What follows belongs to an exercise in optimizing a design on an open flow for small area; a production flow would make more cautious choices. The RTL was checked by simulation tests, not by an equivalence proof against the original design. Power is estimated from default activity; no workload was simulated.

`design/flow/design.v`:
```
package bdc_pkg;
    localparam int DATA_WIDTH_DEF = 24;
    localparam int WIDTH_DEF      = 1920;
    localparam int HEIGHT_DEF     = 1080;
    localparam int DROP_CNT_W     = 16;
    localparam int TLAST_BIT = 0;
    localparam int TUSER_BIT = 1;
    typedef enum logic [1:0] {
        ST_WAIT_VSYNC,
        ST_ARMED,
        ST_ACTIVE,
        ST_DROP
    } vin_state_e;
endpackage
module vin_rd_aoi3 (
    input  logic [2:0] i_sel,
    input  logic [2:0] i_dat,
    output logic       o_n
);
    assign o_n = ~|(i_sel & i_dat);
endmodule
module vin_rd_or23 (
    input  logic [22:0] i_n,
    output logic        o_y
);
    assign o_y = ~&i_n;
endmodule
module video_in_to_axis #(
    parameter int WIDTH      = bdc_pkg::WIDTH_DEF,
    parameter int HEIGHT     = bdc_pkg::HEIGHT_DEF,
    parameter int DATA_WIDTH = bdc_pkg::DATA_WIDTH_DEF,
    parameter int FIFO_DEPTH = 64,
    parameter bit VSYNC_POL  = 1'b1
)(
    input  logic                          clk,
    input  logic                          rst_n,
    input  logic [DATA_WIDTH-1:0]         vid_data,
    input  logic                          vid_de,
    input  logic                          vid_vsync,
    output logic [DATA_WIDTH-1:0]         m_axis_tdata,
    output logic                          m_axis_tvalid,
    output logic                          m_axis_tlast,
    output logic                          m_axis_tuser,
    input  logic                          m_axis_tready,
    input  logic                          ovf_clr,
    output logic                          overflow,
    output logic [bdc_pkg::DROP_CNT_W-1:0]         drop_cnt,
    output logic [$clog2(FIFO_DEPTH):0]   fifo_level,
    output logic [15:0]                   meas_width,
    output logic [15:0]                   meas_height,
    output logic                          meas_valid
);
    localparam int AW = $clog2(FIFO_DEPTH);
    localparam int EW = DATA_WIDTH + 1;
    localparam int SD = FIFO_DEPTH - 1;
    logic [DATA_WIDTH-1:0] r_data;
    logic                  r_de;
    logic                  r_vs;
    logic                  r_vs_d;
    logic                  w_vs_edge;
    always_ff @(posedge clk) r_data <= vid_data;
    always_ff @(posedge clk or negedge rst_n) begin
        if (!rst_n) begin
            r_de   <= 1'b0;
            r_vs   <= 1'b0;
            r_vs_d <= 1'b0;
        end else begin
            r_de   <= vid_de;
            r_vs   <= VSYNC_POL ? vid_vsync : ~vid_vsync;
            r_vs_d <= r_vs;
        end
    end
    assign w_vs_edge = r_vs & ~r_vs_d;
    logic                  r_armed;
    logic                  r_active;
    logic [10:0]           r_x;
    logic [10:0]           r_y;
    logic                  r_wr;
    logic [EW-1:0]         r_wr_ent;
    logic                  r_wr_last;
    logic                  r_ovf;
    logic [15:0]           r_drop;
    logic [AW:0]           r_level;
    logic                  w_full;
    logic                  w_empty;
    logic                  w_rd;
    logic                  w_push;
    logic                  w_wr_lost;
    logic                  w_line_end;
    logic                  w_frame_end;
    logic                  w_req;
    assign w_full      = r_level[AW];
    assign w_empty     = (r_level == '0);
    assign w_rd        = ~w_empty & m_axis_tready;
    assign w_wr_lost   = r_wr & w_full & ~m_axis_tready;
    assign w_push      = r_wr & ~w_wr_lost;
    assign w_line_end  = (r_x == X_LAST_L);
    assign w_frame_end = w_line_end & (r_y == Y_LAST_L);
    assign w_req       = ~w_vs_edge & ~w_wr_lost & r_de & (r_armed | r_active);
    always_ff @(posedge clk) begin
        r_wr_ent  <= {r_armed, r_data};
        r_wr_last <= w_line_end;
    end
    function automatic logic [10:0] lfsr_step(input logic [10:0] v);
        lfsr_step = {v[9:0], v[10] ^ v[8]};
    endfunction
    function automatic logic [10:0] lfsr_after(input int n);
        logic [10:0] v;
        v = '1;
        for (int i = 0; i < n; i++) v = {v[9:0], v[10] ^ v[8]};
        lfsr_after = v;
    endfunction
    localparam logic [10:0] X_LAST_L = lfsr_after(WIDTH - 1);
    localparam logic [10:0] Y_LAST_L = lfsr_after(HEIGHT - 1);
    always_ff @(posedge clk) begin
        if (w_vs_edge) begin
            r_x <= '1;
            r_y <= '1;
        end else if (w_req) begin
            if (w_line_end) begin
                r_x <= '1;
                r_y <= lfsr_step(r_y);
            end else begin
                r_x <= lfsr_step(r_x);
            end
        end
    end
    always_ff @(posedge clk or negedge rst_n) begin
        if (!rst_n) begin
            r_armed  <= 1'b0;
            r_active <= 1'b0;
            r_wr     <= 1'b0;
            r_ovf    <= 1'b0;
            r_drop   <= '0;
        end else begin
            r_wr <= w_req;
            if (ovf_clr)   r_ovf <= 1'b0;
            if (w_wr_lost) r_ovf <= 1'b1;
            if (w_wr_lost || (w_vs_edge && r_active))
                if (~&r_drop) r_drop <= r_drop + 1'b1;
            if (w_vs_edge) begin
                r_armed  <= 1'b1;
                r_active <= 1'b0;
            end else if (w_wr_lost) begin
                r_armed  <= 1'b0;
                r_active <= 1'b0;
            end else if (w_req) begin
                r_armed  <= 1'b0;
                r_active <= ~w_frame_end;
            end
        end
    end
    logic [EW-1:0]         r_mem [SD];
    logic [EW-1:0]         r_head;
    logic [AW-1:0]         r_last_dist;
    logic                  r_last_vld;
    always_ff @(posedge clk) begin
        if (w_push) begin
            r_mem[0] <= r_wr_ent;
            for (int i = 1; i < SD; i++) r_mem[i] <= r_mem[i-1];
        end
    end
    always_ff @(posedge clk) begin
        if (w_push && r_wr_last) r_last_dist <= AW'(r_level - {{AW{1'b0}}, w_rd});
        else if (w_rd)           r_last_dist <= r_last_dist - 1'b1;
    end
    always_ff @(posedge clk or negedge rst_n) begin
        if (!rst_n) begin
            r_level    <= '0;
            r_last_vld <= 1'b0;
        end else begin
            case ({w_push, w_rd})
                2'b10:   r_level <= r_level + 1'b1;
                2'b01:   r_level <= r_level - 1'b1;
                default: r_level <= r_level;
            endcase
            if (w_push && r_wr_last)
                r_last_vld <= 1'b1;
            else if (w_rd && r_last_dist == '0)
                r_last_vld <= 1'b0;
        end
    end
    logic [SD-1:0] w_sel;
    logic          w_take_wr;
    logic          w_hold;
    logic [EW-1:0] w_next;
    always_comb
        for (int i = 0; i < SD; i++) w_sel[i] = w_rd & (r_level == (AW+1)'(i + 2));
    assign w_hold    = ~w_rd & ~w_empty;
    assign w_take_wr = w_push & (w_empty | (w_rd & r_level == (AW+1)'(1)));
    for (genvar b = 0; b < EW; b++) begin : g_rd
        logic [22:0] w_t;
        for (genvar k = 0; k < 21; k++) begin : g_aoi
            vin_rd_aoi3 u_aoi (
                .i_sel (w_sel[3*k +: 3]),
                .i_dat ({r_mem[3*k+2][b], r_mem[3*k+1][b], r_mem[3*k][b]}),
                .o_n   (w_t[k])
            );
        end
        assign w_t[21] = ~(w_take_wr & r_wr_ent[b]);
        assign w_t[22] = ~(w_hold & r_head[b]);
        vin_rd_or23 u_or (.i_n(w_t), .o_y(w_next[b]));
    end
    always_ff @(posedge clk or negedge rst_n) begin
        if (!rst_n) r_head <= '0;
        else        r_head <= w_next;
    end
    assign m_axis_tvalid = ~w_empty;
    assign m_axis_tdata  = r_head[DATA_WIDTH-1:0];
    assign m_axis_tuser  = r_head[DATA_WIDTH];
    assign m_axis_tlast  = r_last_vld & (r_last_dist == '0);
    assign fifo_level    = r_level;
    assign overflow      = r_ovf;
    assign drop_cnt      = r_drop;
    logic        r_de_d;
    logic [15:0] r_mw_cnt;
    logic [15:0] r_mh_cnt;
    logic [15:0] r_mw;
    logic [15:0] r_mh;
    logic        r_first_done;
    logic        r_seen_vs;
    logic        r_mv;
    always_ff @(posedge clk) begin
        r_de_d <= r_de;
        if (w_vs_edge) begin
            r_mw_cnt     <= '0;
            r_mh_cnt     <= '0;
            r_first_done <= 1'b0;
        end else begin
            if (r_de && !r_first_done) r_mw_cnt <= r_mw_cnt + 1'b1;
            if (r_de_d && !r_de) begin
                r_mh_cnt     <= r_mh_cnt + 1'b1;
                r_first_done <= 1'b1;
            end
        end
    end
    always_ff @(posedge clk or negedge rst_n) begin
        if (!rst_n) begin
            r_mw      <= '0;
            r_mh      <= '0;
            r_seen_vs <= 1'b0;
            r_mv      <= 1'b0;
        end else if (w_vs_edge) begin
            if (r_seen_vs) begin
                r_mw <= r_mw_cnt;
                r_mh <= r_mh_cnt;
                r_mv <= 1'b1;
            end
            r_seen_vs <= 1'b1;
        end
    end
    assign meas_width  = r_mw;
    assign meas_height = r_mh;
    assign meas_valid  = r_mv;
endmodule
```
`design/flow/flow/run.sh`:
```
#!/bin/bash
# Own layout flow: the standard layout (standard.sh, all of it), with changes passed to ORFS
# through its own variables:
# - port buffers are the smallest buffer (buf_1) instead of the flow's default pick;
# - clock tree: clkbuf_16 leaf buffers for sink clusters of at most 32 sinks within 50 um,
#   clkbuf_8 above them, and no dummy loads for balancing.
# All tool output goes to logs in this folder (standard.log here, ORFS's per-step logs under orfs/logs).
set -e
export BUFFER_PORTS_ARGS="-buffer_cell sky130_fd_sc_hd__buf_1"
export CTS_ARGS="-sink_clustering_enable -repair_clock_nets -dont_use_dummy_load -sink_clustering_size 32 -sink_clustering_max_diameter 50 -sink_clustering_buffer sky130_fd_sc_hd__clkbuf_16 -buf_list sky130_fd_sc_hd__clkbuf_8"
bash standard.sh > standard.log 2>&1
```
`design/flow/standard.sh`:
```
#!/bin/bash
# synth_recipe.tcl (not shown) runs the flow's synth.tcl, then flattens the netlist and writes it again
# the make line also repeats each setting of config.mk as NAME=value (left out here)
make -C /OpenROAD-flow-scripts/flow DESIGN_CONFIG=/design/flow/config.mk WORK_HOME=/design/flow/orfs CLKGATE_MAP_FILE= SYNTH_SCRIPT=/design/flow/synth_recipe.tcl "${@:-finish}"
```
`design/flow/config.mk`:
```
export PLATFORM = sky130hd
export DESIGN_NAME = video_in_to_axis
export DESIGN_NICKNAME = video_in_to_axis
export VERILOG_FILES = /design/flow/design.v
export SDC_FILE = /design/flow/constraint.sdc
export NUM_CORES = 4
export LEC_CHECK = 0
export CAP_MARGIN = 20
export CORE_MARGIN = 2
export CORE_UTILIZATION = 60
export PLACE_DENSITY = 0.7
export SLEW_MARGIN = 20
export SYNTH_HIERARCHICAL = 1
```
`design/flow/constraint.sdc`:
```
create_clock -name core_clock -period 6.0 [get_ports {clk}]
set_input_delay 1.2000 -clock core_clock [delete_from_list [all_inputs] [get_ports {clk}]]
set_output_delay 1.2000 -clock core_clock [all_outputs]
set_load 0.01 [all_outputs]
```
==> results of run 1 <==
## modules after synthesis (local to each module, per instance)
| module | cells | flops+latches |
|---|---|---|
| vin_rd_or23 | 9 | 0 |
| video_in_to_axis | 2347 | 1777 |
| vin_rd_aoi3 | 1 | 0 |
## per-stage QoR
| stage | worst slack, ns | instances | cell area (um^2) |
|---|---|---|---|
| floorplan | -7.546 | 3097 | 61820 |
| global placement | 1.620 | 4657 | 65010 |
| detailed placement | 1.517 | 4657 | 65010 |
| CTS | 1.540 | 4796 | 68300 |
| global route | 1.182 | 4799 | 68320 |
| finish | 1.331 | 4799 | 68320 |
## cell usage after synthesis (all sizes together) (2+ instances only)
master   number  area, um^2
a21oi        10       61.31
a221oi        2       23.77
a222oi      525        5255
a31oi         5       31.28
a41o          3       30.03
a41oi         2       17.52
and2          2       12.51
and3          8       50.05
and4          3       26.28
and4b         4       40.04
buf          22       153.9
clkbuf       16       61.30
dfrtp        90        2252
dfxtp       106        2122
edfxtp     1581       47480
ha           13       162.7
inv          11       46.30
mux2         30       337.8
mux2i         6       60.06
nand2       126       473.0
nand2b        5       31.28
nand3        73       380.4
nand3b        6       45.04
nand4       135       850.8
nand4b        4       35.03
nor2        139       521.8
nor2b         7       43.79
nor3         14       75.07
nor4         32       215.2
nor4b         4       35.03
o2111ai       5       43.79
o211ai        5       37.54
o21ai        31       158.9
o31ai         2       15.01
o41ai         2       25.03
or2           2       12.52
or3           3       18.77
or4           2       15.01
xnor2        28       245.2
xor2         24       210.2
## area by class of cell
cell class	instances	share of cell area, %
diodes	1	0.003663
clock buffers	139	4.811
inverters	12	0.07326
multi-input cells	1270	14.52
flip-flops and latches	1777	75.90
well taps	1368	2.505
repair buffers	232	2.187
## cells in the final DEF (no fill, tap or decap), types with 6 or more instances in the layout
cell type     n
nor2_2       53
xnor2_1      28
nand3_1      70
nor2_1       77
dfrtp_1      90
buf_12       14
mux2_2       29
nand2_1     126
mux2i_1       6
edfxtp_1   1581
buf_4       103
o21ai_0      13
nand3b_1      6
clkbuf_16   122
dfxtp_1     106
inv_1        10
nor2b_1       6
xor2_1       24
nor4_1       30
ha_1         12
nor2_4        9
o21ai_1      17
and3_1        8
a222oi_1    525
nor3_1       13
nand4_1     134
a21oi_1       9
buf_1       112
clkbuf_8     17
## worst reg2reg max path: stages (launching register included)
cell and delay (ns):
dfrtp_1 0.46, inv_1 0.21, ha_1 0.42, or3b_1 0.61
nand3_1 0.88, nor2_2 0.09, buf_4 0.34, a222oi_1 0.81
nand4_1 0.16, nor2_1 0.47, nand2_1 0.13
## state kept, by name, summed over array words and instances (netlist names), 6 cells and up
| signal | cells |
|---|---|
| r_x | 11 |
| r_head | 25 |
| r_mw | 16 |
| r_data | 24 |
| r_wr_ent | 25 |
| r_level | 7 |
| r_y | 11 |
| r_mw_cnt | 16 |
| r_drop | 16 |
| r_last_dist | 6 |
| r_mh | 16 |
| r_mh_cnt | 16 |
| r_mem | 1575 |
## logic make-up after synthesis
group / after synthesis / share of synthesized area (%)
buf+inv: 50 / 0.4293
mux: 36 / 0.6439
simple gates: 572 / 4.704
flops: 1777 / 83.91
xor+xnor: 52 / 0.7371
fa+ha+maj: 13 / 0.2632
compound gates: 597 / 9.309
## power by group
group / leakage [nW] / total, W / internal [W] / switching (W)
Clock: 1.63 / 0.00768 / 0.00380 / 0.00387
Combinational: 3.71 / 0.00256 / 0.000685 / 0.00187
Sequential: 15.7 / 0.0158 / 0.0150 / 0.000843
## worst min-delay path by stage
stage                   endpoint  startpoint  slack, ns  cells past startpoint
floorplan            r_wr_ent[0]   r_data[0]       0.31                      0
global placement    r_wr_ent[23]  r_data[23]       0.31                      0
detailed placement   r_wr_ent[0]   r_data[0]       0.31                      0
CTS                  r_wr_ent[3]   r_data[3]       0.28                      0
global route         r_wr_ent[3]   r_data[3]       0.27                      0
finish               r_wr_ent[3]   r_data[3]       0.26                      0
## layer usage
layer  global-route usage [%]  routed length [um]
met2                    44.65               73430
met4                    10.81                5898
met5                   0.1812                  10
met1                    46.98               61380
met3                    11.62               30740
==> report_table.html, run 1 <==
<table>
<tr><th>Metric</th><th>Value</th></tr>
<tr><th colspan="2">Status</th></tr>
<tr><td>Run status</td><td>complete, no violations</td></tr>
<tr><th colspan="2">Routing</th></tr>
<tr><td>Detail Route Antenna Nets</td><td>0</td></tr>
<tr><td>Iteration-0 DRC Markers</td><td>9601</td></tr>
<tr><td>DR vias/cell</td><td>7.587</td></tr>
<tr><td>Vias after detailed routing</td><td>36410</td></tr>
<tr><td>Wire length per cell after detailed routing</td><td>35.73 um</td></tr>
<tr><td>Sum of routed wire length over all layers</td><td>171.5 mm</td></tr>
<tr><td>Pre-antenna DRT Iters</td><td>10</td></tr>
<tr><td>DRC</td><td>0</td></tr>
<tr><th colspan="2">STA</th></tr>
<tr><td>Transition time of the tightest slew-check pin</td><td>1.184 ns</td></tr>
<tr><td>Final Hold Vio Count</td><td>0</td></tr>
<tr><td>Final-report setup violation count</td><td>0</td></tr>
<tr><td>Max Slew Vio Count</td><td>0</td></tr>
<tr><td>Fraction of the cycle the final worst path needs</td><td>77.82%</td></tr>
<tr><td>Worst hold margin</td><td>0.2597 ns</td></tr>
<tr><td>Highest Clock Rate</td><td>0.2142 GHz</td></tr>
<tr><td>Slew margin rel.</td><td>20.91%</td></tr>
<tr><td>Post-route minimum period</td><td>4.669 ns</td></tr>
<tr><td>Setup repair after global routing missed its margin</td><td>no</td></tr>
<tr><td>Worst clock skew</td><td>a little over 0.09 ns</td></tr>
<tr><td>Total Negative Setup Slacks</td><td>0 ns</td></tr>
<tr><th colspan="2">Clocking</th></tr>
<tr><td>CTS tree</td><td>yes</td></tr>
<tr><td>Level count of the clock H-tree</td><td>4</td></tr>
<tr><td>Cell at the root of the clock tree</td><td>clkbuf_8</td></tr>
<tr><td>Hold-fix buffer count after cts</td><td>0</td></tr>
<tr><td>Post-CTS repair timing setup buffer count</td><td>0</td></tr>
<tr><td>Total number of clock tree sinks</td><td>1777</td></tr>
<tr><td>Post-CTS clock slew at the launch and capture registers of the worst setup and hold paths</td><td>0.09 ns</td></tr>
<tr><td>Post-CTS Resized</td><td>0</td></tr>
<tr><td>Skew-Pair Late Insertion Delay</td><td>0.91 ns</td></tr>
<tr><td>Maximum number of buffers from clock root to sink</td><td>3</td></tr>
<tr><td>Cts bufs inserted</td><td>139</td></tr>
<tr><th colspan="2">GRT</th></tr>
<tr><td>GR Overflow Total</td><td>0</td></tr>
<tr><td>Largest net degree at the start of global routing</td><td>184</td></tr>
<tr><td>Vias in the first global route</td><td>~35000</td></tr>
<tr><td>Total Routing Usage GR</td><td>31.94%</td></tr>
<tr><td>Number of antenna violations at the first check in global routing</td><td>6</td></tr>
<tr><td>First-pass GRT wire length</td><td>242.6 mm</td></tr>
<tr><th colspan="2">Placement</th></tr>
<tr><td>Final weighted congestion of routability-driven global placement</td><td>0.9257</td></tr>
<tr><td>Port Buffer Count</td><td>about 110</td></tr>
<tr><td>Post-detailed-placement half-perimeter wirelength</td><td>roughly 100 mm</td></tr>
<tr><th colspan="2">Critical path</th></tr>
<tr><td>End point of the critical path</td><td>r_head[21]</td></tr>
<tr><td>Worst Setup End Kind</td><td>register</td></tr>
<tr><td>End of the worst register-to-register path</td><td>r_head[21]</td></tr>
<tr><td>Largest stage delay on the critical path</td><td>0.87 ns</td></tr>
<tr><td>Crit. path cell count</td><td>10</td></tr>
<tr><td>Top fanout value on the critical path</td><td>25</td></tr>
<tr><td>R2R Setup Slk</td><td>1.33 ns</td></tr>
<tr><td>Sort of element at the start of the critical path</td><td>register</td></tr>
<tr><td>Worst path required time</td><td>6.77 ns</td></tr>
<tr><td>Max stage delay cell, worst path</td><td>nand3_1</td></tr>
<tr><td>Cell family with the largest share of critical-path delay</td><td>simple AND/OR/NAND/NOR gates</td></tr>
<tr><td>Worst reg-to-reg path cell count</td><td>10</td></tr>
<tr><td>Critical path origin</td><td>r_level[0]</td></tr>
<tr><td>Count of buffer and inverter cells on the critical path</td><td>2</td></tr>
<tr><td>Setup CP Type</td><td>register to register</td></tr>
<tr><td>Crit path arrival time</td><td>5.44 ns</td></tr>
<tr><td>Cell chain of the critical path</td><td>inv_1 -&gt; ha_1 -&gt; or3b_1 -&gt; nand3_1 -&gt; nor2_2 -&gt; buf_4 -&gt; a222oi_1 -&gt; nand4_1 -&gt; nor2_1 -&gt; nand2_1</td></tr>
<tr><td>Reg2Reg Launch Point</td><td>r_level[0]</td></tr>
<tr><th colspan="2">Power and ir drop</th></tr>
<tr><td>Leakage power summed over all cells</td><td>roughly 21 nW</td></tr>
<tr><td>Peak VDD IR</td><td>0.2979 mV</td></tr>
<tr><td>Overall power after layout</td><td>0.02608 W</td></tr>
<tr><td>Cell Pwr Density</td><td>381.8 mW/mm^2</td></tr>
<tr><th colspan="2">Logic synthesis</th></tr>
<tr><td>Warnings from Yosys</td><td>8</td></tr>
<tr><td>Post-synthesis sequential area ratio</td><td>83.91%</td></tr>
<tr><td>Post-synthesis sequential element count</td><td>roughly 1800</td></tr>
<tr><td>Post-Syn Nets</td><td>between 3000 and 4000</td></tr>
<tr><td>Synthesized area per cell</td><td>around 20 um^2</td></tr>
<tr><td>Post-Syn Area</td><td>0.06179 mm^2</td></tr>
<tr><td>Proportion of register bits with asynchronous set or reset after synthesis</td><td>under 10%</td></tr>
<tr><td>Main flop type after synthesis</td><td>edfxtp_1</td></tr>
<tr><td>Number of enable-type register cells in the synthesized netlist</td><td>1581</td></tr>
<tr><td>Syn Inst Count</td><td>3097</td></tr>
<tr><td>Distinct cell type count of the synthesized netlist</td><td>66</td></tr>
<tr><th colspan="2">Final layout</th></tr>
<tr><td>Area of the multi-input gates</td><td>just under 0.01 mm^2</td></tr>
<tr><td>Number of fillers in the final layout</td><td>6626</td></tr>
<tr><td>Synth-to-Final Area Change</td><td>10.56%</td></tr>
<tr><td>Finished Core Util</td><td>between 60 and 70%</td></tr>
<tr><td>Fin nets</td><td>~3500</td></tr>
<tr><td>Register area</td><td>slightly above 0.05 mm^2</td></tr>
<tr><td>Share of final-layout standard cells stronger than drive strength 1</td><td>10.87%</td></tr>
<tr><th colspan="2">Floorplanning</th></tr>
<tr><td>Number of rows in the core area</td><td>around 120</td></tr>
<tr><td>Width of the die</td><td>324.9 um</td></tr>
<tr><td>DIE AREA</td><td>between 0.1 and 0.15 mm^2</td></tr>
<tr><td>Height of the die</td><td>324.9 um</td></tr>
<tr><td>Starting Density</td><td>60.64%</td></tr>
<tr><td>Number of top-level design ports</td><td>114</td></tr>
<tr><td>Placeable core area</td><td>roughly 0.10 mm^2</td></tr>
<tr><th colspan="2">Flow run</th></tr>
<tr><td>Total of max-cap violations</td><td>0</td></tr>
<tr><th colspan="2">Worst hold path</th></tr>
<tr><td>Type of the worst min-delay path</td><td>register to register</td></tr>
</table>
==> inputs of run 2 (changes only) <==
==> design/flow/flow/run.sh (replaced) <==
#!/bin/bash
# Own layout flow: the standard layout (standard.sh, all of it), with changes passed to ORFS
# through its own variables:
# - port buffers are the smallest buffer (buf_1) instead of the flow's default pick;
# - clock tree: clkbuf_4 leaf buffers for sink clusters of at most 10 sinks within 30 um,
#   clkbuf_8 above them, and no dummy loads for balancing.
# All tool output goes to logs in this folder (standard.log here, ORFS's per-step logs under orfs/logs).
set -e
export BUFFER_PORTS_ARGS="-buffer_cell sky130_fd_sc_hd__buf_1"
export CTS_ARGS="-sink_clustering_enable -repair_clock_nets -dont_use_dummy_load -sink_clustering_size 10 -sink_clustering_max_diameter 30 -sink_clustering_buffer sky130_fd_sc_hd__clkbuf_4 -buf_list sky130_fd_sc_hd__clkbuf_8"
bash standard.sh > standard.log 2>&1
==> report_table.html, run 2 <==
<table>
<tr><th>Metric</th><th>Value</th></tr>
<tr><th colspan="2">Floorplanning</th></tr>
<tr><td>Number of top-level design ports</td><td>114 (unchanged)</td></tr>
<tr><td>Height of the die</td><td>324.9 um (unchanged)</td></tr>
<tr><td>Placeable core area</td><td>0.1019 mm^2 (unchanged)</td></tr>
<tr><td>Starting Density</td><td>60.64% (unchanged)</td></tr>
<tr><td>DIE AREA</td><td>0.1056 mm^2 (unchanged)</td></tr>
<tr><td>Number of rows in the core area</td><td>117 (unchanged)</td></tr>
<tr><td>Width of the die</td><td>324.9 um (unchanged)</td></tr>
<tr><th colspan="2">GRT</th></tr>
<tr><td>Met3 Use GR</td><td>12.57% (+0.95 points)</td></tr>
<tr><td>Number of antenna violations at the first check in global routing</td><td>6 (unchanged)</td></tr>
<tr><td>Fraction of met1 tracks used by global routing</td><td>47.13% (+0.15 points)</td></tr>
<tr><td>Total Routing Usage GR</td><td>32.28% (+0.34 points)</td></tr>
<tr><td>GR Overflow Total</td><td>0 (unchanged)</td></tr>
<tr><td>First-pass GRT wire length</td><td>245.9 mm (+1.4%)</td></tr>
<tr><td>Met2 capacity usage during global routing</td><td>44.36% (-0.29 points)</td></tr>
<tr><td>Most Crowded Layer GR</td><td>met1</td></tr>
<tr><td>Largest net degree at the start of global routing</td><td>184 (unchanged)</td></tr>
<tr><td>Vias in the first global route</td><td>36090 (+4.4%)</td></tr>
<tr><th colspan="2">Placement</th></tr>
<tr><td>Port Buffer Count</td><td>113 (unchanged)</td></tr>
<tr><td>Final weighted congestion of routability-driven global placement</td><td>0.9257 (unchanged)</td></tr>
<tr><td>Placed cell count</td><td>4657 (unchanged)</td></tr>
<tr><td>Placement Setup Slack</td><td>1.517 ns (unchanged)</td></tr>
<tr><td>Post-detailed-placement half-perimeter wirelength</td><td>103.5 mm (unchanged)</td></tr>
<tr><th colspan="2">STA</th></tr>
<tr><td>Transition time of the tightest slew-check pin</td><td>1.243 ns (+0.05983 ns)</td></tr>
<tr><td>Total Negative Setup Slacks</td><td>0 ns (unchanged)</td></tr>
<tr><td>Setup repair after global routing missed its margin</td><td>no</td></tr>
<tr><td>Final Hold Vio Count</td><td>0 (unchanged)</td></tr>
<tr><td>Fraction of the cycle the final worst path needs</td><td>76.92% (-0.90 points)</td></tr>
<tr><td>Max Slew Vio Count</td><td>0 (unchanged)</td></tr>
<tr><td>Final-report setup violation count</td><td>0 (unchanged)</td></tr>
<tr><td>Worst clock skew</td><td>0.09241 ns (-0.0006669 ns)</td></tr>
<tr><td>Slew margin rel.</td><td>16.91% (-4.0 points)</td></tr>
<tr><td>Final WS setup</td><td>1.385 ns (+0.05393 ns)</td></tr>
<tr><td>Highest Clock Rate</td><td>0.2167 GHz (+1.2%)</td></tr>
<tr><td>Post-route minimum period</td><td>4.615 ns (-0.05393 ns)</td></tr>
<tr><th colspan="2">Routing</th></tr>
<tr><td>Pre-antenna DRT Iters</td><td>14 (+4)</td></tr>
<tr><td>Vias after detailed routing</td><td>37310 (+2.5%)</td></tr>
<tr><td>Iteration-0 DRC Markers</td><td>9999 (+4.1%)</td></tr>
<tr><td>Wire length per cell after detailed routing</td><td>34.86 um (-2.4%)</td></tr>
<tr><td>Sum of routed wire length over all layers</td><td>173.4 mm (+1.1%)</td></tr>
<tr><td>DR vias/cell</td><td>7.502 (-1.1%)</td></tr>
<tr><td>DRC</td><td>0 (unchanged)</td></tr>
<tr><td>Detail Route Antenna Nets</td><td>0 (unchanged)</td></tr>
<tr><th colspan="2">Logic synthesis</th></tr>
<tr><td>Most frequent cells after synthesis</td><td>1581 x edfxtp_1, 525 x a222oi_1, 139 x nor2_1, 134 x nand4_1, 126 x nand2_1</td></tr>
<tr><td>Yosys top cell area share</td><td>76.83% (unchanged)</td></tr>
<tr><td>Synthesized area per cell</td><td>19.95 um^2 (unchanged)</td></tr>
<tr><td>Post-synthesis sequential element count</td><td>1777 (unchanged)</td></tr>
<tr><td>Syn Inst Count</td><td>3097 (unchanged)</td></tr>
<tr><td>Post-Syn Area</td><td>0.06179 mm^2 (unchanged)</td></tr>
<tr><td>Main area contributors after synthesis</td><td>edfxtp_1 77%, a222oi_1 8.5%, dfrtp_1 3.6%</td></tr>
<tr><td>Number of enable-type register cells in the synthesized netlist</td><td>1581 (unchanged)</td></tr>
<tr><td>Post-Syn Nets</td><td>3140 (unchanged)</td></tr>
<tr><td>Cell with the most instances after synthesis</td><td>edfxtp_1</td></tr>
<tr><td>Proportion of register bits with asynchronous set or reset after synthesis</td><td>5.065% (unchanged)</td></tr>
<tr><td>Cell type with the highest aggregate area in the netlist</td><td>edfxtp_1</td></tr>
<tr><td>Warnings from Yosys</td><td>8 (unchanged)</td></tr>
<tr><td>Distinct cell type count of the synthesized netlist</td><td>66 (unchanged)</td></tr>
<tr><td>Main flop type after synthesis</td><td>edfxtp_1</td></tr>
<tr><td>Post-synthesis sequential area ratio</td><td>83.91% (unchanged)</td></tr>
<tr><th colspan="2">Final layout</th></tr>
<tr><td>Share of final-layout standard cells stronger than drive strength 1</td><td>15.06% (+4.2 points)</td></tr>
<tr><td>Number of fillers in the final layout</td><td>6779 (+2.3%)</td></tr>
<tr><td>Fin nets</td><td>3644 (+4.9%)</td></tr>
<tr><td>Commonest non-fill, non-tap cells in the layout</td><td>1581 x edfxtp_1, 525 x a222oi_1, 261 x clkbuf_4</td></tr>
<tr><td>Non-filler instance count after layout</td><td>4973 (+3.6%)</td></tr>
<tr><td>Leading registers by flop count</td><td>r_mem x1575, r_head x25, r_wr_ent x25</td></tr>
<tr><td>Max reg flops</td><td>1575 (unchanged)</td></tr>
<tr><td>Synth-to-Final Area Change</td><td>9.503%</td></tr>
<tr><td>Most flop-heavy register</td><td>r_mem</td></tr>
<tr><td>Most frequent standard cell in the layout excluding fill and tap cells</td><td>edfxtp_1</td></tr>
<tr><th colspan="2">Critical path</th></tr>
<tr><td>R2R Setup Slk</td><td>1.38 ns (+0.05 ns)</td></tr>
<tr><td>Crit path arrival time</td><td>5.42 ns (-0.02 ns)</td></tr>
<tr><td>Worst Setup End Kind</td><td>register</td></tr>
<tr><td>Sort of element at the start of the critical path</td><td>register</td></tr>
<tr><td>End of the worst register-to-register path</td><td>r_head[7]</td></tr>
<tr><td>Top fanout value on the critical path</td><td>25 (unchanged)</td></tr>
<tr><td>Worst reg-to-reg path cell count</td><td>11 (+1)</td></tr>
<tr><td>Critical path origin</td><td>r_level[0]</td></tr>
<tr><td>Setup CP Type</td><td>register to register</td></tr>
<tr><td>Reg2Reg Launch Point</td><td>r_level[0]</td></tr>
<tr><td>Worst path required time</td><td>6.80 ns (+0.03 ns)</td></tr>
<tr><th colspan="2">Clocking</th></tr>
<tr><td>Post-CTS Resized</td><td>0 (unchanged)</td></tr>
<tr><td>CTS tree</td><td>yes</td></tr>
<tr><td>Total number of clock tree sinks</td><td>1777 (unchanged)</td></tr>
<tr><td>Cts bufs inserted</td><td>308 (+120%)</td></tr>
<tr><td>Maximum number of buffers from clock root to sink</td><td>4 (+1)</td></tr>
<tr><td>Post-CTS clock slew at the launch and capture registers of the worst setup and hold paths</td><td>0.10 ns (about the same)</td></tr>
<tr><td>Cell at the root of the clock tree</td><td>clkbuf_8</td></tr>
<tr><td>Skew-Pair Late Insertion Delay</td><td>0.97 ns (+0.06 ns)</td></tr>
<tr><td>Post-CTS repair timing setup buffer count</td><td>0 (unchanged)</td></tr>
<tr><td>Level count of the clock H-tree</td><td>5 (+1)</td></tr>
<tr><td>Hold-fix buffer count after cts</td><td>0 (unchanged)</td></tr>
<tr><th colspan="2">Power and ir drop</th></tr>
<tr><td>Peak VDD IR</td><td>0.3018 mV (+1.3%)</td></tr>
<tr><td>Leakage power summed over all cells</td><td>20.96 nW (-0.39%)</td></tr>
<tr><td>Cell Pwr Density</td><td>370.7 mW/mm^2 (-2.9%)</td></tr>
<tr><th colspan="2">Worst hold path</th></tr>
<tr><td>Number of stages on the worst hold path</td><td>0 (unchanged)</td></tr>
<tr><td>Hold path startpoint</td><td>r_data[3]</td></tr>
<tr><td>Type of the worst min-delay path</td><td>register to register</td></tr>
<tr><td>Worst hold endpoint</td><td>r_wr_ent[3]</td></tr>
<tr><th colspan="2">Status</th></tr>
<tr><td>Run status</td><td>complete, no violations</td></tr>
<tr><th colspan="2">Flow run</th></tr>
<tr><td>Total of max-cap violations</td><td>0 (unchanged)</td></tr>
</table>
## run 2: cell counts after synthesis
No cell type changed its count.
## run 2: cell families (layout without fill, tap and decap cells)
kind of cell / count (synthesis) / after routing / share of synthesized area [%]
xor+xnor: 52 / 52 / 0.7371
simple gates: 572 / 572 / 4.704
fa+ha+maj: 13 / 13 / 0.2632
flops: 1777 / 1777 / 83.91
mux: 36 / 36 / 0.6439
buf+inv: 50 / 552 / 0.4293
compound gates: 597 / 597 / 9.309
other cells: 0 / 6 / 0
## run 2: per-layer routing
layer	vias to the layer above	share of wire, %	routed length (um)
met5	-	0.0063	11
met3	397	18	31410
met2	3647	43	73850
met4	2	3.4	5916
li1	14740	-	-
met1	18520	36	62190
## run 2: report_power, final
part	internal, W	leakage, nW	switching (W)
Clock	0.00273	1.54	0.00395
Sequential	0.0150	15.7	0.000843
Combinational	0.000685	3.71	0.00188
Total	0.0184	21.0	0.00668
## run 2: area by class of cell
class / instances / area [um^2] / share of cell area (%)
sequential: 1777 / 51850 / 76.63
multi-input combinational: 1270 / 9922 / 14.66
clock buffer: 308 / 2619 / 3.870
tap: 1368 / 1712 / 2.530
timing repair buffer: 232 / 1494 / 2.208
inverter: 12 / 50.05 / 0.07397
antenna: 6 / 15.01 / 0.02219
## run 2: critical path: stages, from the launching register on
cell      delay, ns
dfrtp_1        0.46
inv_1          0.21
ha_1           0.42
or3b_1         0.61
nand3_1        0.86
nor2_2         0.08
buf_4          0.34
a222oi_1       0.62
buf_4          0.24
nand4_1        0.11
nor2_1         0.41
nand2_1        0.10
## run 2: stage by stage
stage / total power [W] / instance area (um^2) / hold slack, ns / utilization (%)
after floorplan: 0.01778 / 61820 / 0.3096 / -
after global placement: 0.01842 / 65010 / 0.3149 / 63.80
after detailed placement: 0.01856 / 65010 / 0.3121 / 63.81
after CTS: 0.02509 / 67630 / 0.2458 / 66.38
after global routing: 0.02595 / 67650 / 0.2570 / 66.40
final: 0.02508 / 67660 / 0.2297 / 66.41
## run 2: Yosys stat by module (local to each module, per instance)
module	copies in the design	flip-flops and latches
vin_rd_aoi3	525	0
video_in_to_axis	1	1777
vin_rd_or23	25	0
## run 2: worst max path at each step
stage,end,slack (ns),cells after the start
after global placement,r_head[10],1.62,8
after CTS,r_head[7],1.51,11
after floorplan,r_level[6],-7.55,8
after global routing,r_head[7],1.18,11
final,r_head[7],1.38,11
after detailed placement,r_head[7],1.52,11
==> inputs of run 3 (changes only) <==
==> design/flow/flow/run.sh (replaced) <==
#!/bin/bash
# Own layout flow: the standard layout (standard.sh, all of it), with two changes passed to
# ORFS through its own variables:
# - port buffers are the smallest buffer (buf_1) instead of the flow's default pick;
# - clock tree: clkbuf_8 buffers, sink clusters of at most 18 sinks within 45 um, and no dummy
#   loads for balancing.
# All tool output goes to logs in this folder (standard.log here, ORFS's per-step logs under orfs/logs).
set -e
export BUFFER_PORTS_ARGS="-buffer_cell sky130_fd_sc_hd__buf_1"
export CTS_ARGS="-sink_clustering_enable -repair_clock_nets -dont_use_dummy_load -sink_clustering_size 18 -sink_clustering_max_diameter 45 -buf_list sky130_fd_sc_hd__clkbuf_8"
bash standard.sh > standard.log 2>&1
==> report_table.html, run 3 <==
<table>
<tr><th>Metric</th><th>Value</th></tr>
<tr><th colspan="2">Final layout</th></tr>
<tr><td>Share of final-layout standard cells stronger than drive strength 1</td><td>11.08% (-4.0 points)</td></tr>
<tr><td>Most flop-heavy register</td><td>r_mem</td></tr>
<tr><td>Area of the multi-input gates</td><td>0.009922 mm^2 (unchanged)</td></tr>
<tr><td>Fin nets</td><td>3483 (-4.4%)</td></tr>
<tr><td>Number of fillers in the final layout</td><td>6718 (-0.90%)</td></tr>
<tr><td>Commonest non-fill, non-tap cells in the layout</td><td>1581 x edfxtp_1, 525 x a222oi_1, 149 x clkbuf_8</td></tr>
<tr><td>Non-filler instance count after layout</td><td>4812 (-3.2%)</td></tr>
<tr><td>Synth-to-Final Area Change</td><td>8.564%</td></tr>
<tr><td>Most frequent standard cell in the layout excluding fill and tap cells</td><td>edfxtp_1</td></tr>
<tr><td>Leading registers by flop count</td><td>r_mem x1575, r_head x25, r_wr_ent x25</td></tr>
<tr><td>Max reg flops</td><td>1575 (unchanged)</td></tr>
<tr><td>Register area</td><td>0.05185 mm^2 (unchanged)</td></tr>
<tr><th colspan="2">Power and ir drop</th></tr>
<tr><td>Cell Pwr Density</td><td>361.7 mW/mm^2 (-2.4%)</td></tr>
<tr><td>Overall power after layout</td><td>0.02427 W (-3.3%)</td></tr>
<tr><td>Peak VDD IR</td><td>0.2945 mV (-2.4%)</td></tr>
<tr><td>Leakage power summed over all cells</td><td>20.48 nW (-2.3%)</td></tr>
<tr><th colspan="2">Floorplanning</th></tr>
<tr><td>Starting Density</td><td>60.64% (unchanged)</td></tr>
<tr><td>Placeable core area</td><td>0.1019 mm^2 (unchanged)</td></tr>
<tr><td>DIE AREA</td><td>0.1056 mm^2 (unchanged)</td></tr>
<tr><td>Number of rows in the core area</td><td>117 (unchanged)</td></tr>
<tr><td>Height of the die</td><td>324.9 um (unchanged)</td></tr>
<tr><td>Number of top-level design ports</td><td>114 (unchanged)</td></tr>
<tr><td>Width of the die</td><td>324.9 um (unchanged)</td></tr>
<tr><th colspan="2">Clocking</th></tr>
<tr><td>Cell at the root of the clock tree</td><td>clkbuf_8</td></tr>
<tr><td>Cts bufs inserted</td><td>149 (-52%)</td></tr>
<tr><td>Total number of clock tree sinks</td><td>1777 (unchanged)</td></tr>
<tr><td>Skew-Pair Late Insertion Delay</td><td>0.85 ns (-0.12 ns)</td></tr>
<tr><td>Post-CTS repair timing setup buffer count</td><td>0 (unchanged)</td></tr>
<tr><td>Post-CTS Resized</td><td>0 (unchanged)</td></tr>
<tr><td>Post-CTS clock slew at the launch and capture registers of the worst setup and hold paths</td><td>0.11 ns (about the same)</td></tr>
<tr><td>Level count of the clock H-tree</td><td>4 (-1)</td></tr>
<tr><td>Hold-fix buffer count after cts</td><td>0 (unchanged)</td></tr>
<tr><td>Maximum number of buffers from clock root to sink</td><td>3 (-1)</td></tr>
<tr><td>CTS tree</td><td>yes</td></tr>
<tr><th colspan="2">STA</th></tr>
<tr><td>Final Hold Vio Count</td><td>0 (unchanged)</td></tr>
<tr><td>Worst clock skew</td><td>0.09675 ns (+0.004346 ns)</td></tr>
<tr><td>Worst hold margin</td><td>0.2550 ns (+0.02524 ns)</td></tr>
<tr><td>Slew margin rel.</td><td>15.37% (-1.5 points)</td></tr>
<tr><td>Total Negative Setup Slacks</td><td>0 ns (unchanged)</td></tr>
<tr><td>Max Slew Vio Count</td><td>0 (unchanged)</td></tr>
<tr><td>Post-route minimum period</td><td>4.563 ns (-0.05224 ns)</td></tr>
<tr><td>Fraction of the cycle the final worst path needs</td><td>76.05% (-0.87 points)</td></tr>
<tr><td>Highest Clock Rate</td><td>0.2192 GHz (+1.1%)</td></tr>
<tr><td>Transition time of the tightest slew-check pin</td><td>1.270 ns (+0.02617 ns)</td></tr>
<tr><td>Final-report setup violation count</td><td>0 (unchanged)</td></tr>
<tr><td>Setup repair after global routing missed its margin</td><td>no</td></tr>
<tr><th colspan="2">Critical path</th></tr>
<tr><td>Setup CP Type</td><td>register to register</td></tr>
<tr><td>End point of the critical path</td><td>r_head[21]</td></tr>
<tr><td>Worst reg-to-reg path cell count</td><td>10 (-1)</td></tr>
<tr><td>Worst Setup End Kind</td><td>register</td></tr>
<tr><td>Reg2Reg Launch Point</td><td>r_level[0]</td></tr>
<tr><td>R2R Setup Slk</td><td>1.44 ns (+0.05 ns)</td></tr>
<tr><td>Count of buffer and inverter cells on the critical path</td><td>2 (-1)</td></tr>
<tr><td>Sort of element at the start of the critical path</td><td>register</td></tr>
<tr><td>End of the worst register-to-register path</td><td>r_head[21]</td></tr>
<tr><td>Crit. path cell count</td><td>10 (-1)</td></tr>
<tr><td>Top fanout value on the critical path</td><td>25 (unchanged)</td></tr>
<tr><td>Critical path origin</td><td>r_level[0]</td></tr>
<tr><td>Cell chain of the critical path</td><td>inv_1 -&gt; ha_1 -&gt; or3b_1 -&gt; nand3_1 -&gt; nor2_2 -&gt; buf_4 -&gt; a222oi_1 -&gt; nand4_1 -&gt; nor2_1 -&gt; nand2_1</td></tr>
<tr><td>Max stage delay cell, worst path</td><td>nand3_1</td></tr>
<tr><td>Crit path arrival time</td><td>5.26 ns (-0.16 ns)</td></tr>
<tr><td>Worst path required time</td><td>6.70 ns (-0.10 ns)</td></tr>
<tr><td>Largest stage delay on the critical path</td><td>0.87 ns (about the same)</td></tr>
<tr><td>Cell family with the largest share of critical-path delay</td><td>simple AND/OR/NAND/NOR gates</td></tr>
<tr><th colspan="2">Routing</th></tr>
<tr><td>Vias after detailed routing</td><td>36460 (-2.3%)</td></tr>
<tr><td>Wire length per cell after detailed routing</td><td>35.61 um (+2.1%)</td></tr>
<tr><td>Pre-antenna DRT Iters</td><td>12 (-2)</td></tr>
<tr><td>Iteration-0 DRC Markers</td><td>9820 (-1.8%)</td></tr>
<tr><td>Detail Route Antenna Nets</td><td>0 (unchanged)</td></tr>
<tr><td>Sum of routed wire length over all layers</td><td>171.4 mm (-1.2%)</td></tr>
<tr><td>DR vias/cell</td><td>7.577 (+1.0%)</td></tr>
<tr><td>DRC</td><td>0 (unchanged)</td></tr>
<tr><th colspan="2">Logic synthesis</th></tr>
<tr><td>Yosys top cell area share</td><td>76.83% (unchanged)</td></tr>
<tr><td>Post-synthesis sequential element count</td><td>1777 (unchanged)</td></tr>
<tr><td>Main flop type after synthesis</td><td>edfxtp_1</td></tr>
<tr><td>Warnings from Yosys</td><td>8 (unchanged)</td></tr>
<tr><td>Proportion of register bits with asynchronous set or reset after synthesis</td><td>5.065% (unchanged)</td></tr>
<tr><td>Number of enable-type register cells in the synthesized netlist</td><td>1581 (unchanged)</td></tr>
<tr><td>Post-synthesis sequential area ratio</td><td>83.91% (unchanged)</td></tr>
<tr><td>Synthesized area per cell</td><td>19.95 um^2 (unchanged)</td></tr>
<tr><td>Cell with the most instances after synthesis</td><td>edfxtp_1</td></tr>
<tr><td>Most frequent cells after synthesis</td><td>1581 x edfxtp_1, 525 x a222oi_1, 139 x nor2_1, 134 x nand4_1, 126 x nand2_1</td></tr>
<tr><td>Syn Inst Count</td><td>3097 (unchanged)</td></tr>
<tr><td>Post-Syn Area</td><td>0.06179 mm^2 (unchanged)</td></tr>
<tr><td>Main area contributors after synthesis</td><td>edfxtp_1 77%, a222oi_1 8.5%, dfrtp_1 3.6%</td></tr>
<tr><td>Distinct cell type count of the synthesized netlist</td><td>66 (unchanged)</td></tr>
<tr><td>Cell type with the highest aggregate area in the netlist</td><td>edfxtp_1</td></tr>
<tr><td>Post-Syn Nets</td><td>3140 (unchanged)</td></tr>
<tr><th colspan="2">Placement</th></tr>
<tr><td>Port Buffer Count</td><td>113 (unchanged)</td></tr>
<tr><td>Post-detailed-placement half-perimeter wirelength</td><td>103.5 mm (unchanged)</td></tr>
<tr><td>Final weighted congestion of routability-driven global placement</td><td>0.9257 (unchanged)</td></tr>
<tr><td>Placed cell count</td><td>4657 (unchanged)</td></tr>
<tr><th colspan="2">GRT</th></tr>
<tr><td>Number of antenna violations at the first check in global routing</td><td>9 (+3)</td></tr>
<tr><td>Total Routing Usage GR</td><td>31.81% (-0.47 points)</td></tr>
<tr><td>Largest net degree at the start of global routing</td><td>184 (unchanged)</td></tr>
<tr><td>GR Overflow Total</td><td>0 (unchanged)</td></tr>
<tr><td>First-pass GRT wire length</td><td>242.1 mm (-1.6%)</td></tr>
<tr><td>Vias in the first global route</td><td>34540 (-4.3%)</td></tr>
<tr><th colspan="2">Status</th></tr>
<tr><td>Run status</td><td>complete, no violations</td></tr>
<tr><th colspan="2">Flow run</th></tr>
<tr><td>Total of max-cap violations</td><td>0 (unchanged)</td></tr>
<tr><th colspan="2">Worst hold path</th></tr>
<tr><td>Type of the worst min-delay path</td><td>register to register</td></tr>
</table>
-- run 3: cell counts after synthesis --
Identical to the previous run, type by type.
-- run 3: cell families after synthesis --
family	synth area share, %
buffers and inverters	0.4293
adder cells (fa/ha/maj)	0.2632
flip-flops	83.91
XOR/XNOR	0.7371
AO/OA/AOI/OAI	9.309
multiplexers	0.6439
AND/OR/NAND/NOR	4.704
-- run 3: worst min path at each step --
stage | start | endpoint | slack (ns) | depth (start not counted)
5_1_grt | r_data[3] | r_wr_ent[3] | 0.28 | 0
3_5_place_dp | r_data[0] | r_wr_ent[0] | 0.31 | 0
4_1_cts | r_data[3] | r_wr_ent[3] | 0.27 | 0
3_3_place_gp | r_data[23] | r_wr_ent[23] | 0.31 | 0
2_1_floorplan | r_data[0] | r_wr_ent[0] | 0.31 | 0
6_report | r_data[3] | r_wr_ent[3] | 0.25 | 0
-- run 3: layer usage --
metal  share of wire (%)  vias up  GRT usage (%)
met3                  18      345          11.42
met1                  36    18280          46.98
met4                 3.2        0          10.34
met5                   0        -         0.1812
li1                    -    14320              -
met2                  43     3523          44.60
-- run 3: cell type report --
class	count	share of cell area [%]
flip-flops and latches	1777	77.29
multi-input cells	1270	14.79
clock buffers	149	3.057
well taps	1368	2.552
repair buffers	230	2.208
inverters	12	0.07461
diodes	6	0.02238
-- run 3: stage by stage --
stage	worst slack, ns	utilization, %	area [um^2]
after global placement	1.620	63.80	65010
final	1.437	65.84	67080
after detailed placement	1.517	63.81	65010
after global routing	1.228	65.84	67080
after CTS	1.580	65.82	67060
after floorplan	-7.546	-	61820
-- run 3: report_power, final --
group          leakage (nW)  internal, W  switching [W]  total [W]
Combinational          3.71     0.000685        0.00188    0.00256
Clock                  1.07      0.00222        0.00365    0.00587
Sequential             15.7       0.0150       0.000841     0.0158
Total                  20.5       0.0179        0.00637     0.0243
-- run 3: worst register-to-register path, stage by stage, from the launching register on --
cell	delay, ns
dfrtp_1	0.45
inv_1	0.21
ha_1	0.42
or3b_1	0.61
nand3_1	0.87
nor2_2	0.09
buf_4	0.35
a222oi_1	0.74
nand4_1	0.16
nor2_1	0.46
nand2_1	0.13
-- run 3: modules after synthesis (local to each module, per instance) --
module	cell area (um^2)	flops+latches	cells inside
vin_rd_aoi3	10.01	0	1
vin_rd_or23	50.05	0	9
video_in_to_axis	55280	1777	2347
==> inputs of run 4 (changes only) <==
--- a/design/flow/config.mk
+++ b/design/flow/config.mk
@@ -8,6 +8,6 @@
 export CAP_MARGIN = 20
 export CORE_MARGIN = 2
-export CORE_UTILIZATION = 60
-export PLACE_DENSITY = 0.7
+export CORE_UTILIZATION = 75
+export PLACE_DENSITY = 0.82
 export SLEW_MARGIN = 20
 export SYNTH_HIERARCHICAL = 1
==> report_table.html, run 4 <==
<table>
<tr><th>Metric</th><th>Value</th></tr>
<tr><th colspan="2">Routing</th></tr>
<tr><td>DRC</td><td>0 (unchanged)</td></tr>
<tr><td>Wire length per cell after detailed routing</td><td>37.70 um (+5.9%)</td></tr>
<tr><td>Routed wire length on met2</td><td>74.60 mm (+1.4%)</td></tr>
<tr><td>Detail Route Antenna Nets</td><td>0 (unchanged)</td></tr>
<tr><td>Sum of routed wire length over all layers</td><td>169.2 mm (-1.3%)</td></tr>
<tr><td>DR vias/cell</td><td>8.166 (+7.8%)</td></tr>
<tr><td>Routed wl met3</td><td>30.03 mm (-2.8%)</td></tr>
<tr><td>WL met1</td><td>54.77 mm (-11%)</td></tr>
<tr><td>Uppermost layer routed</td><td>met5</td></tr>
<tr><td>Vias after detailed routing</td><td>36650 (+0.52%)</td></tr>
<tr><td>Iteration-0 DRC Markers</td><td>10250 (+4.4%)</td></tr>
<tr><td>Pre-antenna DRT Iters</td><td>14 (+2)</td></tr>
<tr><th colspan="2">Critical path</th></tr>
<tr><td>R2R Setup Slk</td><td>1.49 ns (+0.06 ns)</td></tr>
<tr><td>Largest stage delay on the critical path</td><td>0.76 ns (-0.11 ns)</td></tr>
<tr><td>Crit path arrival time</td><td>5.15 ns (-0.11 ns)</td></tr>
<tr><td>End point of the critical path</td><td>r_head[24]</td></tr>
<tr><td>Most used cell, CP</td><td>buf_4</td></tr>
<tr><td>Worst Setup End Kind</td><td>register</td></tr>
<tr><td>Top fanout value on the critical path</td><td>14 (-44%)</td></tr>
<tr><td>Cell family with the largest share of critical-path delay</td><td>simple AND/OR/NAND/NOR gates</td></tr>
<tr><td>Max stage delay cell, worst path</td><td>nand3_1</td></tr>
<tr><td>End of the worst register-to-register path</td><td>r_head[24]</td></tr>
<tr><td>Worst path required time</td><td>6.65 ns (-0.05 ns)</td></tr>
<tr><td>Cell chain of the critical path</td><td>inv_1 -&gt; ha_1 -&gt; or3b_1 -&gt; nand3_1 -&gt; nor2_2 -&gt; buf_4 -&gt; buf_4 -&gt; a222oi_1 -&gt; nand4_1 -&gt; nor2_1 -&gt; nand2_1</td></tr>
<tr><td>Crit. path cell count</td><td>11 (+1)</td></tr>
<tr><td>Sort of element at the start of the critical path</td><td>register</td></tr>
<tr><td>Setup CP Type</td><td>register to register</td></tr>
<tr><td>Count of buffer and inverter cells on the critical path</td><td>3 (+1)</td></tr>
<tr><td>Worst reg-to-reg path cell count</td><td>11 (+1)</td></tr>
<tr><td>Reg2Reg Launch Point</td><td>r_level[0]</td></tr>
<tr><td>Critical path origin</td><td>r_level[0]</td></tr>
<tr><th colspan="2">Final layout</th></tr>
<tr><td>Fin nets</td><td>3453 (-0.86%)</td></tr>
<tr><td>Share of final-layout standard cells stronger than drive strength 1</td><td>10.27% (-0.81 points)</td></tr>
<tr><td>Most frequent standard cell in the layout excluding fill and tap cells</td><td>edfxtp_1</td></tr>
<tr><td>Leading registers by flop count</td><td>r_mem x1575, r_head x25, r_wr_ent x25</td></tr>
<tr><td>Synth-to-Final Area Change</td><td>7.464%</td></tr>
<tr><td>Max reg flops</td><td>1575 (unchanged)</td></tr>
<tr><td>Commonest non-fill, non-tap cells in the layout</td><td>1581 x edfxtp_1, 525 x a222oi_1, 142 x clkbuf_8</td></tr>
<tr><td>Final std cell area, no fill</td><td>0.06640 mm^2 (-1.0%)</td></tr>
<tr><td>Most flop-heavy register</td><td>r_mem</td></tr>
<tr><td>Finished Core Util</td><td>81.13% (+15 points)</td></tr>
<tr><th colspan="2">GRT</th></tr>
<tr><td>First-pass GRT wire length</td><td>238.4 mm (-1.5%)</td></tr>
<tr><td>Largest net degree at the start of global routing</td><td>176 (-4.3%)</td></tr>
<tr><td>Number of antenna violations at the first check in global routing</td><td>5 (-4)</td></tr>
<tr><td>GR Overflow Total</td><td>0 (unchanged)</td></tr>
<tr><td>Vias in the first global route</td><td>35230 (+2.0%)</td></tr>
<tr><td>Total Routing Usage GR</td><td>39.74% (+7.9 points)</td></tr>
<tr><th colspan="2">Logic synthesis</th></tr>
<tr><td>Most frequent cells after synthesis</td><td>1581 x edfxtp_1, 525 x a222oi_1, 139 x nor2_1, 134 x nand4_1, 126 x nand2_1</td></tr>
<tr><td>Main flop type after synthesis</td><td>edfxtp_1</td></tr>
<tr><td>Synthesized area per cell</td><td>19.95 um^2 (unchanged)</td></tr>
<tr><td>Post-Syn Nets</td><td>3140 (unchanged)</td></tr>
<tr><td>Post-synthesis sequential area ratio</td><td>83.91% (unchanged)</td></tr>
<tr><td>Cell type with the highest aggregate area in the netlist</td><td>edfxtp_1</td></tr>
<tr><td>Yosys top cell area share</td><td>76.83% (unchanged)</td></tr>
<tr><td>Post-Syn Area</td><td>0.06179 mm^2 (unchanged)</td></tr>
<tr><td>Warnings from Yosys</td><td>8 (unchanged)</td></tr>
<tr><td>Main area contributors after synthesis</td><td>edfxtp_1 77%, a222oi_1 8.5%, dfrtp_1 3.6%</td></tr>
<tr><td>Syn Inst Count</td><td>3097 (unchanged)</td></tr>
<tr><td>Post-synthesis sequential element count</td><td>1777 (unchanged)</td></tr>
<tr><td>Proportion of register bits with asynchronous set or reset after synthesis</td><td>5.065% (unchanged)</td></tr>
<tr><td>Number of enable-type register cells in the synthesized netlist</td><td>1581 (unchanged)</td></tr>
<tr><td>Cell with the most instances after synthesis</td><td>edfxtp_1</td></tr>
<tr><td>Distinct cell type count of the synthesized netlist</td><td>66 (unchanged)</td></tr>
<tr><th colspan="2">Floorplanning</th></tr>
<tr><td>Starting Density</td><td>75.49% (+15 points)</td></tr>
<tr><td>Width of the die</td><td>291.0 um (-10%)</td></tr>
<tr><td>Number of top-level design ports</td><td>114 (unchanged)</td></tr>
<tr><td>Height of the die</td><td>291.0 um (-10%)</td></tr>
<tr><td>DIE AREA</td><td>0.08470 mm^2 (-20%)</td></tr>
<tr><td>Placeable core area</td><td>0.08185 mm^2 (-20%)</td></tr>
<tr><td>Number of rows in the core area</td><td>105 (-10%)</td></tr>
<tr><th colspan="2">Status</th></tr>
<tr><td>Run status</td><td>complete, no violations</td></tr>
<tr><th colspan="2">Placement</th></tr>
<tr><td>Post-detailed-placement half-perimeter wirelength</td><td>97.43 mm (-5.9%)</td></tr>
<tr><td>Post-DP Area</td><td>0.06442 mm^2 (-0.91%)</td></tr>
<tr><td>Final weighted congestion of routability-driven global placement</td><td>0.9008 (-2.7%)</td></tr>
<tr><td>Port Buffer Count</td><td>113 (unchanged)</td></tr>
<tr><th colspan="2">Power and ir drop</th></tr>
<tr><td>Internal power contribution</td><td>0.01781 W (-0.51%)</td></tr>
<tr><td>Fraction of power consumed by combinational cells</td><td>10.7% (about the same)</td></tr>
<tr><td>Peak VDD IR</td><td>0.2338 mV (-21%)</td></tr>
<tr><td>Clock network fraction of total power</td><td>23.7% (-0.5 points)</td></tr>
<tr><td>Leakage power summed over all cells</td><td>20.30 nW (-0.89%)</td></tr>
<tr><td>Cell Pwr Density</td><td>362.4 mW/mm^2 (+0.18%)</td></tr>
<tr><td>Seq pwr share</td><td>65.6% (+0.3 points)</td></tr>
<tr><td>Sw Share</td><td>26.00% (-0.24 points)</td></tr>
<tr><td>P_sw</td><td>0.006256 W (-1.7%)</td></tr>
<tr><th colspan="2">STA</th></tr>
<tr><td>Final-report setup violation count</td><td>0 (unchanged)</td></tr>
<tr><td>Fraction of the cycle the final worst path needs</td><td>75.10% (-0.95 points)</td></tr>
<tr><td>Slew margin rel.</td><td>20.80% (+5.4 points)</td></tr>
<tr><td>Worst hold margin</td><td>0.3141 ns (+0.05917 ns)</td></tr>
<tr><td>Total Negative Setup Slacks</td><td>0 ns (unchanged)</td></tr>
<tr><td>Max Slew Vio Count</td><td>0 (unchanged)</td></tr>
<tr><td>Highest Clock Rate</td><td>0.2219 GHz (+1.3%)</td></tr>
<tr><td>Worst clock skew</td><td>0.1086 ns (+0.01189 ns)</td></tr>
<tr><td>Post-route minimum period</td><td>4.506 ns (-0.05682 ns)</td></tr>
<tr><td>Final Hold Vio Count</td><td>0 (unchanged)</td></tr>
<tr><td>Transition time of the tightest slew-check pin</td><td>1.187 ns (-0.08279 ns)</td></tr>
<tr><td>Setup repair after global routing missed its margin</td><td>no</td></tr>
<tr><th colspan="2">Flow run</th></tr>
<tr><td>Total of max-cap violations</td><td>0 (unchanged)</td></tr>
<tr><th colspan="2">Clocking</th></tr>
<tr><td>Cell at the root of the clock tree</td><td>clkbuf_8</td></tr>
<tr><td>Maximum number of buffers from clock root to sink</td><td>3 (unchanged)</td></tr>
<tr><td>Total number of clock tree sinks</td><td>1777 (unchanged)</td></tr>
<tr><td>Post-CTS clock slew at the launch and capture registers of the worst setup and hold paths</td><td>0.10 ns (about the same)</td></tr>
<tr><td>CTS tree</td><td>yes</td></tr>
<tr><td>Hold-fix buffer count after cts</td><td>0 (unchanged)</td></tr>
<tr><td>Level count of the clock H-tree</td><td>4 (unchanged)</td></tr>
<tr><td>Post-CTS Resized</td><td>0 (unchanged)</td></tr>
<tr><td>Cts bufs inserted</td><td>142 (-4.7%)</td></tr>
<tr><td>Skew-Pair Late Insertion Delay</td><td>0.84 ns (about the same)</td></tr>
<tr><td>Post-CTS repair timing setup buffer count</td><td>0 (unchanged)</td></tr>
<tr><th colspan="2">Worst hold path</th></tr>
<tr><td>Type of the worst min-delay path</td><td>register to register</td></tr>
<tr><td>Hold path startpoint</td><td>r_data[9]</td></tr>
</table>
run 4: cell count changes in the layout (fill, tap and decap cells not counted), moves of 2 or more:
cell and delta:
buf_12 -2, buf_4 -21, clkbuf_8 -7, diode_2 +4
nor2_2 +4, nor2_4 -4
run 4: worst register-to-register path: cells and delay by family, from the launching register on:
kind | cells | cell delay [ns]
simple gates | 6 | 2.10
compound gates | 1 | 0.66
flops | 1 | 0.46
buf+inv | 3 | 0.75
fa+ha+maj | 1 | 0.35
run 4: modules after synthesis (local to each module, per instance):
module / flip-flops and latches / cells / area (um^2) / times used
vin_rd_aoi3: 0 / 1 / 10.01 / 525
video_in_to_axis: 1777 / 2347 / 55280 / 1
vin_rd_or23: 0 / 9 / 50.05 / 25
run 4: cells by family (layout without fill, tap and decap cells):
| group | Yosys count | count (layout) | synth area share, % |
|---|---|---|---|
| flops | 1777 | 1777 | 83.91 |
| compound gates | 597 | 597 | 9.309 |
| simple gates | 572 | 572 | 4.704 |
| xor+xnor | 52 | 52 | 0.7371 |
| buf+inv | 50 | 361 | 0.4293 |
| mux | 36 | 36 | 0.6439 |
| fa+ha+maj | 13 | 13 | 0.2632 |
| other cells | 0 | 10 | 0 |
run 4: final cells by class:
| type | count | area, um^2 |
|---|---|---|
| diodes | 10 | 25.02 |
| clock buffers | 142 | 1954 |
| fillers | 3929 | 15450 |
| inverters | 12 | 50.05 |
| multi-input cells | 1270 | 9899 |
| flip-flops and latches | 1777 | 51850 |
| well taps | 1070 | 1339 |
| repair buffers | 207 | 1284 |
run 4: per-stage QoR:
stage          setup WS (ns)  total power (W)  instances
3_5_place_dp           1.523          0.01850       4336
6_report               1.494          0.02406       4488
2_1_floorplan         -7.546          0.01778       3097
4_1_cts                1.734          0.02396       4478
5_1_grt                1.370          0.02468       4479
3_3_place_gp           1.677          0.01831       4336
run 4: metal layers:
metal  vias up  track usage (%)
li1      14270                -
met1     17910            54.15
met2      3906            57.45
met3       553            14.52
met4         2            20.69
met5         -                0
run 4: how the worst min path moves through the flow:
stage                     slack [ns]  depth (start not counted)           to
after floorplan                 0.31                          0  r_wr_ent[0]
after global placement          0.31                          0  r_wr_ent[6]
after detailed placement        0.31                          0  r_wr_ent[5]
after CTS                       0.31                          0  r_wr_ent[9]
after global routing            0.33                          0  r_wr_ent[9]
final                           0.31                          0  r_wr_ent[9]
run 4: power groups by stage:
stage / clock (W) / combinational, W / sequential [W]
after floorplan: 0 / 0.00148 / 0.0163
after global placement: 0 / 0.00242 / 0.0159
after detailed placement: 0 / 0.00252 / 0.0160
after CTS: 0.00571 / 0.00252 / 0.0157
after global routing: 0.00611 / 0.00272 / 0.0159
final: 0.00571 / 0.00257 / 0.0158
==> inputs of run 5 (changes only) <==
--- a/design/flow/config.mk
+++ b/design/flow/config.mk
@@ -6,8 +6,8 @@
 export NUM_CORES = 4
 export LEC_CHECK = 0
-export CAP_MARGIN = 20
+export CAP_MARGIN = 10
 export CORE_MARGIN = 2
 export CORE_UTILIZATION = 75
 export PLACE_DENSITY = 0.82
-export SLEW_MARGIN = 20
+export SLEW_MARGIN = 10
 export SYNTH_HIERARCHICAL = 1
==> report_table.html, run 5 <==
<table>
<tr><th>Metric</th><th>Value</th></tr>
<tr><th colspan="2">Status</th></tr>
<tr><td>Run status</td><td>complete, no violations</td></tr>
<tr><th colspan="2">Critical path</th></tr>
<tr><td>Sort of element at the start of the critical path</td><td>register</td></tr>
<tr><td>Max stage delay cell, worst path</td><td>nand3_1</td></tr>
<tr><th colspan="2">Logic synthesis</th></tr>
<tr><td>Post-synthesis sequential area ratio</td><td>83.91% (unchanged)</td></tr>
<tr><td>Post-Syn Nets</td><td>3140 (unchanged)</td></tr>
<tr><td>Post-Syn Area</td><td>0.06179 mm^2 (unchanged)</td></tr>
<tr><td>Cell with the most instances after synthesis</td><td>edfxtp_1</td></tr>
<tr><td>Most frequent cells after synthesis</td><td>1581 x edfxtp_1, 525 x a222oi_1, 139 x nor2_1, 134 x nand4_1, 126 x nand2_1</td></tr>
<tr><th colspan="2">Routing</th></tr>
<tr><td>Wire length per cell after detailed routing</td><td>37.81 um (+0.29%)</td></tr>
<tr><td>DRC</td><td>0 (unchanged)</td></tr>
<tr><th colspan="2">Power and ir drop</th></tr>
<tr><td>Peak VDD IR</td><td>0.2399 mV (+2.6%)</td></tr>
<tr><td>Clock network fraction of total power</td><td>23.8% (about the same)</td></tr>
<tr><td>Cell Pwr Density</td><td>363.0 mW/mm^2 (+0.17%)</td></tr>
<tr><td>Internal power contribution</td><td>0.01784 W (+0.16%)</td></tr>
<tr><td>P_sw</td><td>0.006268 W (+0.18%)</td></tr>
<tr><th colspan="2">Final layout</th></tr>
<tr><td>Most flop-heavy register</td><td>r_mem</td></tr>
<tr><td>Max reg flops</td><td>1575 (unchanged)</td></tr>
<tr><th colspan="2">GRT</th></tr>
<tr><td>Largest net degree at the start of global routing</td><td>176 (unchanged)</td></tr>
<tr><td>Total Routing Usage GR</td><td>39.94% (+0.21 points)</td></tr>
<tr><th colspan="2">Clocking</th></tr>
<tr><td>Post-CTS repair timing setup buffer count</td><td>0 (unchanged)</td></tr>
<tr><th colspan="2">Placement</th></tr>
<tr><td>Post-detailed-placement half-perimeter wirelength</td><td>97.60 mm (+0.18%)</td></tr>
<tr><td>Placed cell count</td><td>4336 (unchanged)</td></tr>
<tr><th colspan="2">STA</th></tr>
<tr><td>Setup repair after global routing missed its margin</td><td>no</td></tr>
</table>
==> run 5: cell counts after synthesis <==
Identical to the previous run, type by type.
==> run 5: per-layer routing <==
| layer | share of wire (%) | track usage, % | wire [um] | up-vias |
|---|---|---|---|---|
| met5 | 0.0071 | 0 | 12 | - |
| met4 | 5.8 | 20.16 | 9800 | 2 |
| met3 | 18 | 14.71 | 30460 | 579 |
| met2 | 44 | 57.77 | 74620 | 3990 |
| met1 | 32 | 54.62 | 54620 | 17850 |
| li1 | - | - | - | 14260 |
==> run 5: power groups by stage <==
| stage | sequential [W] | clock (W) | combinational (W) |
|---|---|---|---|
| 2_1_floorplan | 0.0163 | 0 | 0.00148 |
| 3_3_place_gp | 0.0159 | 0 | 0.00242 |
| 3_5_place_dp | 0.0160 | 0 | 0.00252 |
| 4_1_cts | 0.0157 | 0.00575 | 0.00251 |
| 5_1_grt | 0.0159 | 0.00615 | 0.00272 |
| 6_report | 0.0158 | 0.00574 | 0.00257 |
==> run 5: final cells by class <==
| class | instances | area, um^2 |
|---|---|---|
| repair buffers | 207 | 1284 |
| clock buffers | 144 | 1982 |
| diodes | 4 | 10.01 |
| well taps | 1070 | 1339 |
| multi-input cells | 1270 | 9884 |
| flip-flops and latches | 1777 | 51850 |
| inverters | 12 | 50.05 |
| fillers | 3934 | 15450 |
==> run 5: Yosys stat by module, one instance, submodules excluded <==
module | cell area, um^2 | flops+latches | cells
video_in_to_axis | 55280 | 1777 | 2347
vin_rd_aoi3 | 10.01 | 0 | 1
vin_rd_or23 | 50.05 | 0 | 9
==> run 5: per-stage QoR <==
step | cell area (um^2) | hold WS (ns) | total power [W]
after floorplan | 61820 | 0.3096 | 0.01778
after global placement | 64410 | 0.3126 | 0.01831
after detailed placement | 64410 | 0.3121 | 0.01850
after CTS | 66390 | 0.3137 | 0.02399
after global routing | 66390 | 0.3257 | 0.02473
final | 66400 | 0.3146 | 0.02410
==> run 5: path summary, 6_finish.rpt <==
| check | startpoint | to | slack, ns |
|---|---|---|---|
| worst max-delay path | r_level[0] | r_head[8] | 1.59 |
| max in group asynchronous | rst_n | r_level[5] | 4.07 |
| worst min-delay path | r_data[9] | r_wr_ent[9] | 0.31 |
| worst max register to register | r_level[0] | r_head[8] | 1.59 |
| worst min register to register | r_data[9] | r_wr_ent[9] | 0.31 |
| min in group asynchronous | rst_n | r_head[9] | 0.55 |
==> run 5: cells by family (layout without fill, tap and decap cells) <==
family,Yosys count,in the layout,synth area share (%)
AO/OA/AOI/OAI,597,597,9.309
XOR/XNOR,52,52,0.7371
adder cells (fa/ha/maj),13,13,0.2632
buffers and inverters,50,363,0.4293
flip-flops,1777,1777,83.91
multiplexers,36,36,0.6439
other,0,4,0
AND/OR/NAND/NOR,572,572,4.704
==> run 5: critical path, delay by kind of cell, from the launching register on <==
family | cells | cell delay, ns
and+or+nand+nor | 6 | 2.52
buffers and inverters | 2 | 0.52
AOI/OAI and AO/OA | 1 | 0.51
DFF | 1 | 0.46
adders and majority gates | 1 | 0.35

Check on run 5: ideal ports give 1.595 ns setup slack; a clkbuf_16 on the clock port and buf_2 on the inputs give 1.595 ns; moving port delays by the midpoint clock arrival (0.882 ns) as well gives 1.208 ns.
